From an optimization exercise on the open Yosys and OpenROAD flow, aimed at small area, a short achievable clock period and few clock cycles per item; shortcuts taken in it are not production practice.
At most, simulation tests tie the RTL to the original design; equivalence was not proved.
No activity file was given, so power comes from the tool's default toggle rates.

// base58_encoder
module base58_encoder #(
    parameter int MAX_LEN = 32,
    parameter int K       = 2
) (
    input  logic       i_clk,
    input  logic       i_rst_n,
    input  logic       i_valid,
    output logic       o_stall,
    input  logic [7:0] i_data_byte,
    input  logic       i_last_byte,
    output logic       o_valid,
    input  logic       i_stall,
    output logic [6:0] o_out_char,
    output logic       o_last_char,
    output logic       o_too_long
);
clock: 9.0 ns
lec_check: 0
cap_margin: 20
core_margin: 2
core_utilization: 40
place_density: 0.6
slew_margin: 20
run.sh (not shown) runs the stock make flow with config.mk's settings and CLKGATE_MAP_FILE= SYNTH_SCRIPT=/design/flow/synth_recipe.tcl, a recipe that flattens the netlist after the stock synthesis.
The baseline went through all stages and came out clean.
Next try:
--- a/flow/design.v
+++ b/flow/design.v
@@ -84,28 +84,29 @@
             if (c_dg[i * NG / ND]) cn[i] = (i >= ND - 2 && first) || ((i == ND - 1) ? 1'b1 : cl[(i + 1) % ND]);
             else                   cn[i] = (i <= 1 && first)      || ((i == 0)      ? 1'b1 : cl[(i + ND - 1) % ND]);
         end
     end
     always_ff @(posedge i_clk) begin
         for (int i = 0; i < ND; i++) begin
             if (!i_rst_n || start_out) cl[i] <= 1'b0;
             else if (conv)             cl[i] <= cn[i];
         end
     end
     function automatic logic [6:0] dstep(input logic [5:0] v, input logic cin);
-        logic c, k1, k2, k3;
-        c  = v[5] | (v[4] & v[3] & v[2] & (v[1] | v[0]));
-        k1 = c & (v[1] | v[0]);
-        k2 = v[2] & k1;
-        k3 = v[3] & k2;
-        dstep = {c, v[4] ^ k3, v[3] ^ k2, v[2] ^ k1, v[1] ^ (c & ~v[0]), v[0] ^ c, cin};
+        logic p1, p2, p3, c;
+        p1 = v[1] | v[0];
+        p2 = v[2] & p1;
+        p3 = v[3] & p2;
+        c  = v[5] | (v[4] & p3);
+        dstep = {c, v[4] ^ (c & p3), v[3] ^ (c & p2), v[2] ^ (c & p1),
+                 v[1] ^ (c & ~v[0]), v[0] ^ c, cin};
     endfunction
     logic [5:0] dn [ND];
     logic       cy [ND];
     logic       ci;
     logic [6:0] t;
     always_comb begin
         for (int i = 0; i < ND; i++) dn[i] = cl[i] ? d[i] : 6'd0;
         for (int l = 0; l < K; l++) begin
             for (int i = 0; i < ND; i++) begin
                 t = dstep(dn[i], 1'b0);
                 cy[i] = t[6];
After rerunning: Total power rose by 3.6%; wire length rose by 18%; cell count rose by 19%; utilization rose by 0.12 points; via count rose by 22%; global-route usage rose by 1.8 points.
Function was not checked in any run of this note: the RTL went through the layout flow alone.

========
The RTL this note starts from:
==> flow/design.v <==
module base58_encoder #(
    parameter int MAX_LEN = 32,
    parameter int K       = 2
) (
    input  logic       i_clk,
    input  logic       i_rst_n,
    input  logic       i_valid,
    output logic       o_stall,
    input  logic [7:0] i_data_byte,
    input  logic       i_last_byte,
    output logic       o_valid,
    input  logic       i_stall,
    output logic [6:0] o_out_char,
    output logic       o_last_char,
    output logic       o_too_long
);
    localparam int ND    = 44;           
    localparam int STEPS = 8 / K;
    localparam int NG    = 6;            
    logic       r_full;
    logic [7:0] r_byte;
    logic       r_last;
    logic [5:0] f_cnt;       
    logic       f_ovf;       
    logic       f_inlz;      
    logic [5:0] f_lz;        
    logic       f_done;      
    logic [7:0] s_byte;
    logic       s_busy;
    logic [2:0] s_step;
    logic       c_dn;        
    logic [NG-1:0] c_dg;     
    logic [5:0] c_n;         
    logic [5:0] d [ND];
    logic       out_mode;    
    logic       o_dn;        
    logic       o_err;
    logic       o_zero;
    logic [5:0] o_lz;
    logic [5:0] o_p;
    logic [7:0] q_d [2];     
    logic       q_wp;
    logic       q_rp;
    logic [1:0] q_cnt;
    logic       r_ov;        
    logic [6:0] r_ch;
    logic       r_lc;
    logic       r_er;
    logic       conv;
    logic       s_free;
    logic       take;
    logic       sig_byte;
    logic       ovf_new;
    logic       accept;
    logic       start_out;
    logic       pa;          
    logic       pop;
    logic       p_last;
    assign o_stall = r_full;
    assign accept  = i_valid && !r_full;
    logic room;
    assign conv      = s_busy && room;
    assign s_free    = !s_busy || (conv && s_step == 3'(STEPS - 1));
    assign take      = r_full && !f_done && s_free;
    assign ovf_new   = f_ovf || (f_cnt == 6'(MAX_LEN));
    assign sig_byte  = !ovf_new && !(f_inlz && r_byte == 8'd0);
    assign start_out = !out_mode && f_done && !s_busy;
    assign pa        = out_mode && (q_cnt != 2'd2);
    assign pop       = (q_cnt != 2'd0) && (!r_ov || !i_stall);
    logic cl [ND];           
    logic cn [ND];           
    always_comb begin
        for (int i = 0; i < ND; i++) begin
            if (c_dg[i * NG / ND]) cn[i] = (i == ND - 1) ? 1'b1 : cl[(i + 1) % ND];
            else      cn[i] = (i == 0)      ? 1'b1 : cl[(i + ND - 1) % ND];
        end
    end
    always_ff @(posedge i_clk) begin
        for (int i = 0; i < ND; i++) begin
            if (!i_rst_n || start_out) cl[i] <= 1'b0;
            else if (conv)             cl[i] <= cn[i];
        end
    end
    function automatic logic [6:0] dstep(input logic [5:0] v, input logic cin);
        logic c, k1, k2, k3;
        c  = v[5] | (v[4] & v[3] & v[2] & (v[1] | v[0]));
        k1 = c & (v[1] | v[0]);
        k2 = v[2] & k1;
        k3 = v[3] & k2;
        dstep = {c, v[4] ^ k3, v[3] ^ k2, v[2] ^ k1, v[1] ^ (c & ~v[0]), v[0] ^ c, cin};
    endfunction
    logic [5:0] dn [ND];
    logic       cy [ND];
    logic       ci;
    logic [6:0] t;
    always_comb begin
        for (int i = 0; i < ND; i++) dn[i] = cl[i] ? d[i] : 6'd0;
        for (int l = 0; l < K; l++) begin
            for (int i = 0; i < ND; i++) begin
                t = dstep(dn[i], 1'b0);
                cy[i] = t[6];
            end
            for (int i = 0; i < ND; i++) begin
                if (c_dg[i * NG / ND]) ci = (i == ND - 1) ? s_byte[7 - l] : cy[(i + 1) % ND];
                else      ci = (i == 0)      ? s_byte[7 - l] : cy[(i + ND - 1) % ND];
                t = dstep(dn[i], ci);
                dn[i] = t[5:0];
            end
        end
    end
    always_ff @(posedge i_clk) begin
        for (int i = 0; i < ND; i++) begin
            if (conv && cn[i]) d[i] <= dn[i];
        end
    end
    logic [5:0] top;
    always_comb begin
        top = c_dn ? 6'(ND - 1) : 6'd0;
        if (c_dn) begin
            for (int i = ND - 1; i >= 0; i--) if (cl[i] && d[i] != 6'd0) top = 6'(i);
        end else begin
            for (int i = 0; i < ND; i++) if (cl[i] && d[i] != 6'd0) top = 6'(i);
        end
    end
    logic [5:0] m1 [12];
    logic [5:0] m2 [3];
    logic [5:0] dsel;
    always_comb begin
        for (int g = 0; g < 12; g++) begin
            case (o_p[1:0])
                2'd0:    m1[g] = d[4*g];
                2'd1:    m1[g] = (4*g+1 < ND) ? d[(4*g+1) % ND] : 6'd0;
                2'd2:    m1[g] = (4*g+2 < ND) ? d[(4*g+2) % ND] : 6'd0;
                default: m1[g] = (4*g+3 < ND) ? d[(4*g+3) % ND] : 6'd0;
            endcase
        end
        for (int g = 0; g < 3; g++) begin
            case (o_p[3:2])
                2'd0:    m2[g] = m1[4*g];
                2'd1:    m2[g] = m1[4*g+1];
                2'd2:    m2[g] = m1[4*g+2];
                default: m2[g] = m1[4*g+3];
            endcase
        end
        case (o_p[5:4])
            2'd0:    dsel = m2[0];
            2'd1:    dsel = m2[1];
            default: dsel = m2[2];
        endcase
    end
    function automatic logic [6:0] b58_char(input logic [5:0] v);
        if (v < 6'd9)       b58_char = 7'h31 + {1'b0, v};
        else if (v < 6'd17) b58_char = 7'h41 + ({1'b0, v} - 7'd9);
        else if (v < 6'd22) b58_char = 7'h4A + ({1'b0, v} - 7'd17);
        else if (v < 6'd33) b58_char = 7'h50 + ({1'b0, v} - 7'd22);
        else if (v < 6'd44) b58_char = 7'h61 + ({1'b0, v} - 7'd33);
        else                b58_char = 7'h6D + ({1'b0, v} - 7'd44);
    endfunction
    assign p_last = o_err || ((o_lz != '0) ? (o_lz == 6'd1 && o_zero)
                                           : (o_p == (o_dn ? 6'(ND - 1) : 6'd0)));
    always_ff @(posedge i_clk) begin
        if (!i_rst_n) begin
            r_full   <= 1'b0;
            f_cnt    <= '0;
            f_ovf    <= 1'b0;
            f_inlz   <= 1'b1;
            f_lz     <= '0;
            f_done   <= 1'b0;
            s_busy   <= 1'b0;
            s_step   <= '0;
            c_n      <= '0;
            c_dn     <= 1'b0;
            c_dg     <= '0;
            room     <= 1'b1;
            out_mode <= 1'b0;
            q_wp     <= 1'b0;
            q_rp     <= 1'b0;
            q_cnt    <= '0;
            r_ov     <= 1'b0;
        end else begin
            room <= !out_mode || (pa && p_last) ||
                    (6'(c_n + 6'd1) < (c_dn ? 6'(ND - 1) - o_p : o_p));
            if (start_out) room <= 1'b0;
            if (accept) begin
                r_full <= 1'b1;
            end else if (take) begin
                r_full <= 1'b0;
            end
            if (conv) begin
                if (c_n != 6'(ND)) c_n <= c_n + 1'b1;
                s_step <= s_step + 1'b1;
                if (s_step == 3'(STEPS - 1)) begin
                    s_busy <= 1'b0;
                    s_step <= '0;
                end
            end
            if (take) begin
                if (!f_ovf) f_cnt <= f_cnt + 1'b1;
                f_ovf <= ovf_new;
                if (!ovf_new) begin
                    if (f_inlz && r_byte == 8'd0) f_lz <= f_lz + 1'b1;
                    else f_inlz <= 1'b0;
                end
                if (sig_byte) begin
                    s_busy <= 1'b1;
                    s_step <= '0;
                end
                if (r_last) f_done <= 1'b1;
            end
            if (start_out) begin
                out_mode <= 1'b1;
                c_n      <= '0;
                c_dn     <= !c_dn;
                c_dg     <= ~c_dg;
                f_cnt    <= '0;
                f_ovf    <= 1'b0;
                f_inlz   <= 1'b1;
                f_lz     <= '0;
                f_done   <= 1'b0;
            end
            if (pa && p_last) out_mode <= 1'b0;
            if (pa) q_wp <= !q_wp;
            if (pop) q_rp <= !q_rp;
            q_cnt <= q_cnt + {1'b0, pa} - {1'b0, pop};
            if (pop) r_ov <= 1'b1;
            else if (!i_stall) r_ov <= 1'b0;
        end
    end
    always_ff @(posedge i_clk) begin
        if (accept) begin
            r_byte <= i_data_byte;
            r_last <= i_last_byte;
        end
        if (take && sig_byte) begin
            s_byte <= r_byte;
        end else if (conv) begin
            s_byte <= s_byte << K;
        end
        if (start_out) begin
            o_dn   <= c_dn;
            o_err  <= f_ovf;
            o_zero <= (c_n == '0);
            o_lz   <= f_lz;
            o_p    <= top;
        end
        if (pa) begin
            if (o_lz != '0) begin
                q_d[q_wp] <= {o_err, p_last, 6'd0};
                o_lz      <= o_lz - 1'b1;
            end else begin
                q_d[q_wp] <= {o_err, p_last, dsel};
                o_p       <= o_dn ? o_p + 1'b1 : o_p - 1'b1;
            end
        end
        if (pop) begin
            r_ch <= q_d[q_rp][7] ? 7'h00 : b58_char(q_d[q_rp][5:0]);
            r_lc <= q_d[q_rp][6];
            r_er <= q_d[q_rp][7];
        end
    end
    assign o_valid     = r_ov;
    assign o_out_char  = r_ch;
    assign o_last_char = r_lc;
    assign o_too_long  = r_er;
endmodule
make LEC_CHECK=0 CAP_MARGIN=20 CORE_MARGIN=2 CORE_UTILIZATION=40 PLACE_DENSITY=0.6 SLEW_MARGIN=20 finish   # period 9.0 ns
Testbench counts at the start, summed over its fixed seeds: cycles 16,772, bytes 3,974.
Rerun with:
--- a/flow/design.v
+++ b/flow/design.v
@@ -1,8 +1,8 @@
 module base58_encoder #(
     parameter int MAX_LEN = 32,
-    parameter int K       = 2
+    parameter int K       = 4
 ) (
     input  logic       i_clk,
     input  logic       i_rst_n,
     input  logic       i_valid,
     output logic       o_stall,
=>
- fmax falls by well over a third
- synthesized cell count rises by well over a third
- via count rises by well over a third
- design area rises by well over a third
- total power rises by about a fifth
- routed wire length rises by well over a third
- die area rises by well over a third
- sequential power hardly moves
- worst hold slack improves by 0.017 ns
- first-iteration DRC count rises by well over a third
For the second run of this note, only the layout was checked, not whether the RTL still works.

[afterwards: timing with drivers on the ports]
No port has a modelled driver above. Below, the same layouts with a new extraction and two added sets of constraints.
Step 1 sets driving cells, clkbuf_16 on the clock port and buf_2 on the other inputs (assumed; they add their load-dependent delay and slew).
Step 2 adds t to the input delays and takes it off the output delays; t is the mean of the earliest and latest rising clock arrival at the registers after step 1. Input paths then give back, and output paths get back, about the clock's delay inside the block.
Three values: ideal ports, drivers, drivers and shift; two values: the first two.
run | shift t [ns] | setup slack, ns | worst hold slack (ns) | worst data-port slew with drivers (ns) | pins driven straight from the clock port
the first run of note 1 | 0.649 | 5.450 / 5.450 / 4.928 | 0.456 / 0.456 / 0.456 | 0.05 | 1
the second run of note 1 | 0.684 | 5.319 / 5.319 / 4.908 | 0.478 / 0.478 / 0.478 | 0.04 | 1
the first run of note 2 | 0.661 | 5.494 / 5.494 / 4.918 | 0.438 / 0.438 / 0.438 | 0.04 | 1
the second run of note 2 | 0.722 | 3.122 / 3.122 / 3.122 | 0.455 / 0.455 / 0.455 | 0.04 | 1
After both steps setup and hold are still met in every run listed. For the first run of note 2, which loses most, drivers alone change the setup slack by 0.000 ns; drivers and shift together by -0.576 ns.
